This is an optimization exercise on Yosys and OpenROAD, whose aim is small area and a short achievable clock period, not a production implementation.
RTL that was checked went through simulation tests only; none was proved equivalent to the original.
Power figures rest on the tool's default switching activity, not on a simulated workload.

## apb_regbank_slave
module apb_regbank_slave
#(
    parameter int unsigned       NUM_REGS     = 32,
    parameter logic [apb_pkg::DATA_W-1:0] ID_VALUE     = apb_pkg::ID_VALUE_DEFAULT,
    parameter int unsigned       WAIT_DEFAULT = 0
) (
    input  logic                  apb_clk,
    input  logic                  sys_reset,
    input  logic                  apb_selx,
    input  logic                  apb_en,
    input  logic                  apb_write,
    input  logic [apb_pkg::ADDR_W-1:0]     apb_addr,
    input  logic [apb_pkg::DATA_W-1:0]     apb_wdata,
    output logic [apb_pkg::DATA_W-1:0]     apb_rdata,
    output logic                  apb_ready,
    output logic                  apb_slverr,
    output logic [apb_pkg::PROT_CNT_W-1:0] prot_err_cnt
);
==> flow/config.mk <==
export PLATFORM = sky130hd
export DESIGN_NAME = apb_regbank_slave
export DESIGN_NICKNAME = apb_regbank_slave
export VERILOG_FILES = /design/flow/design.v
export SDC_FILE = /design/flow/constraint.sdc
export NUM_CORES = 4
export LEC_CHECK = 0
export CAP_MARGIN = 20
export CORE_MARGIN = 2
export CORE_UTILIZATION = 55
export CTS_BUF_LIST = sky130_fd_sc_hd__clkbuf_16
export CTS_CLUSTER_DIAMETER = 90
export CTS_CLUSTER_SIZE = 28
export SETUP_SLACK_MARGIN = 2.8
export SLEW_MARGIN = 50
export SYNTH_HIERARCHICAL = 1
==> flow/constraint.sdc <==
create_clock -name core_clock -period 5.5 [get_ports {apb_clk}]
set_input_delay 1.1000 -clock core_clock [delete_from_list [all_inputs] [get_ports {apb_clk}]]
set_output_delay 1.1000 -clock core_clock [all_outputs]
set_load 0.01 [all_outputs]
standard.sh (not shown) runs the stock make flow with config.mk's settings and CLKGATE_MAP_FILE= SYNTH_SCRIPT=/design/flow/synth_recipe.tcl, a recipe that flattens the netlist after the stock synthesis.
==> flow/flow/run.sh <==
#!/bin/bash
# The standard layout, with plain buffers (not delay cells) on the ports.
set -euo pipefail
export BUFFER_PORTS_ARGS="-buffer_cell sky130_fd_sc_hd__buf_2"
bash standard.sh > standard.log 2>&1
Next try:
Settings changed: SLEW_MARGIN 50 to 20.
What happened: Clock skew stays flat; wire length is about the same; setup slack gets worse by 0.048 ns; cell area shrinks by about 0.7%; worst hold slack stays flat; utilization shrinks by 0.43 points; count of clock-buffer cells in the layout shrinks by 1; clock power shrinks by about 1%; die area stays the same; synthesized area does not change; maximum frequency shrinks by about 1.7%.
Next try:
Settings changed: SETUP_SLACK_MARGIN 2.8 to 3.0.
After rerunning: Die area does not change; fmax fell by a few percent; total power stays flat; routed wire length rose by a few percent; via count rose slightly; hold slack stays flat; utilization rose by 1.5 points.
No run of this note included a check of the RTL's function; only the layout flow was run.

========
Another version of the RTL of apb_regbank_slave (not shown whole).
For scale: roughly 3000 cells after synthesis, ~1100 flip-flops, ~87 I/O pins.
Settings: LEC_CHECK=0, CAP_MARGIN=20, CORE_MARGIN=2, CORE_UTILIZATION=60, CTS_BUF_LIST=sky130_fd_sc_hd__clkbuf_8, CTS_CLUSTER_DIAMETER=60, CTS_CLUSTER_SIZE=16, SETUP_SLACK_MARGIN=2.8, SLEW_MARGIN=50, SYNTH_HIERARCHICAL=1; clock period 5.5 ns.
Scripts as last shown in full above: flow/flow/run.sh
Next try:
Settings changed: CORE_UTILIZATION 60 to 55, CTS_BUF_LIST sky130_fd_sc_hd__clkbuf_8 to sky130_fd_sc_hd__clkbuf_16, CTS_CLUSTER_DIAMETER 60 to 90, CTS_CLUSTER_SIZE 16 to 28, SETUP_SLACK_MARGIN 2.8 to 2.95.
=>
- The changed run produced a clean layout
- hold slack is better by 130 ps
- clock skew stays flat
- core utilization fell by 3.4 points
- cell area rose by a few percent
- maximum frequency fell slightly
- global-route usage fell by 2.8 points
- count of clock-buffer cells in the layout fell by 36
Next try:
Settings changed: CTS_BUF_LIST sky130_fd_sc_hd__clkbuf_16 to sky130_fd_sc_hd__clkbuf_8, CTS_CLUSTER_DIAMETER 90 to 60, CTS_CLUSTER_SIZE 28 to 16, SETUP_SLACK_MARGIN 2.95 to 2.8.
Effect: The changed run ran to the end with no violations. Worst setup slack gets better by 70 ps. Design area shrinks by 3.6%. Total power came out higher by 2.0%. Via count decreases by 0.34%. Hold slack got worse by 45 ps. Clock-buffer cell count climbs by 43. Global-route usage hardly moves. Clock power rose by 7.3%. Combinational power drops by 6.3%. Utilization is lower by 2.2 points.

========
Starting RTL as in the previous note.
clock: 5.5 ns
lec_check: 0
cap_margin: 20
core_margin: 2
core_utilization: 55
cts_buf_list: sky130_fd_sc_hd__clkbuf_8
cts_cluster_diameter: 60
cts_cluster_size: 16
setup_slack_margin: 2.8
slew_margin: 20
synth_hierarchical: 1
Scripts as last shown in full above: flow/flow/run.sh
Next try:
- CTS_BUF_LIST: sky130_fd_sc_hd__clkbuf_8 -> sky130_fd_sc_hd__clkbuf_16
- CTS_CLUSTER_DIAMETER: 60 -> 90
- CTS_CLUSTER_SIZE: 16 -> 28
What happened: The new run produced a clean layout; wire length rose by about 1.3%; final cell count hardly moves; sequential share of layout area falls by 1.1 points; global-route usage came out higher by 0.43 points; worst hold slack is better by 0.056 ns; core utilization came out higher by 1.3 points; clock power rises by about 2%; die area stays the same; clock skew rose by 0.0044 ns.

afterwards: timing with drivers on the ports:
No port has a modelled driver above. Below, the same layouts with a new extraction and two added sets of constraints. Step 1, drivers: a clkbuf_16 drives apb_clk and a buf_2 each remaining input, both assumed. Step 2, shift: input delay + t, output delay - t, t = (earliest + latest rising clock arrival at the registers) / 2. This alone moves slack from input paths to output paths. Three values: ideal ports, drivers, drivers and shift; two values: the first two.
run | t (ns) | slack for setup (ns) | latest minus earliest clock arrival (ns) | worst register clock-pin slew, ns | cell pins on the clock port's net
the first run of note 1 | 0.703 | 2.656 / 2.698 / 1.995 | 0.043 / 0.043 | 0.12 / 0.12 | 1
the second run of note 1 | 0.711 | 2.608 / 2.623 / 1.912 | 0.049 / 0.050 | 0.11 / 0.11 | 1
the third run of note 1 | 0.706 | 2.506 / 2.511 / 1.805 | 0.037 / 0.038 | 0.12 / 0.12 | 1
the first run of note 2 | 0.778 | 2.704 / 2.729 / 1.951 | 0.032 / 0.032 | 0.11 / 0.11 | 1
the second run of note 2 | 0.700 | 2.655 / 2.669 / 1.969 | 0.030 / 0.030 | 0.11 / 0.11 | 1
the third run of note 2 | 0.789 | 2.725 / 2.762 / 1.973 | 0.034 / 0.034 | 0.11 / 0.11 | 1
the first run of note 3 | 0.796 | 2.582 / 2.619 / 1.823 | 0.036 / 0.036 | 0.12 / 0.12 | 1
the second run of note 3 | 0.712 | 2.697 / 2.729 / 2.017 | 0.045 / 0.044 | 0.11 / 0.11 | 1
After both steps every run listed still meets setup and hold. For the first run of note 3, which loses most, drivers alone change the setup slack by +0.037 ns; drivers and shift together by -0.759 ns.
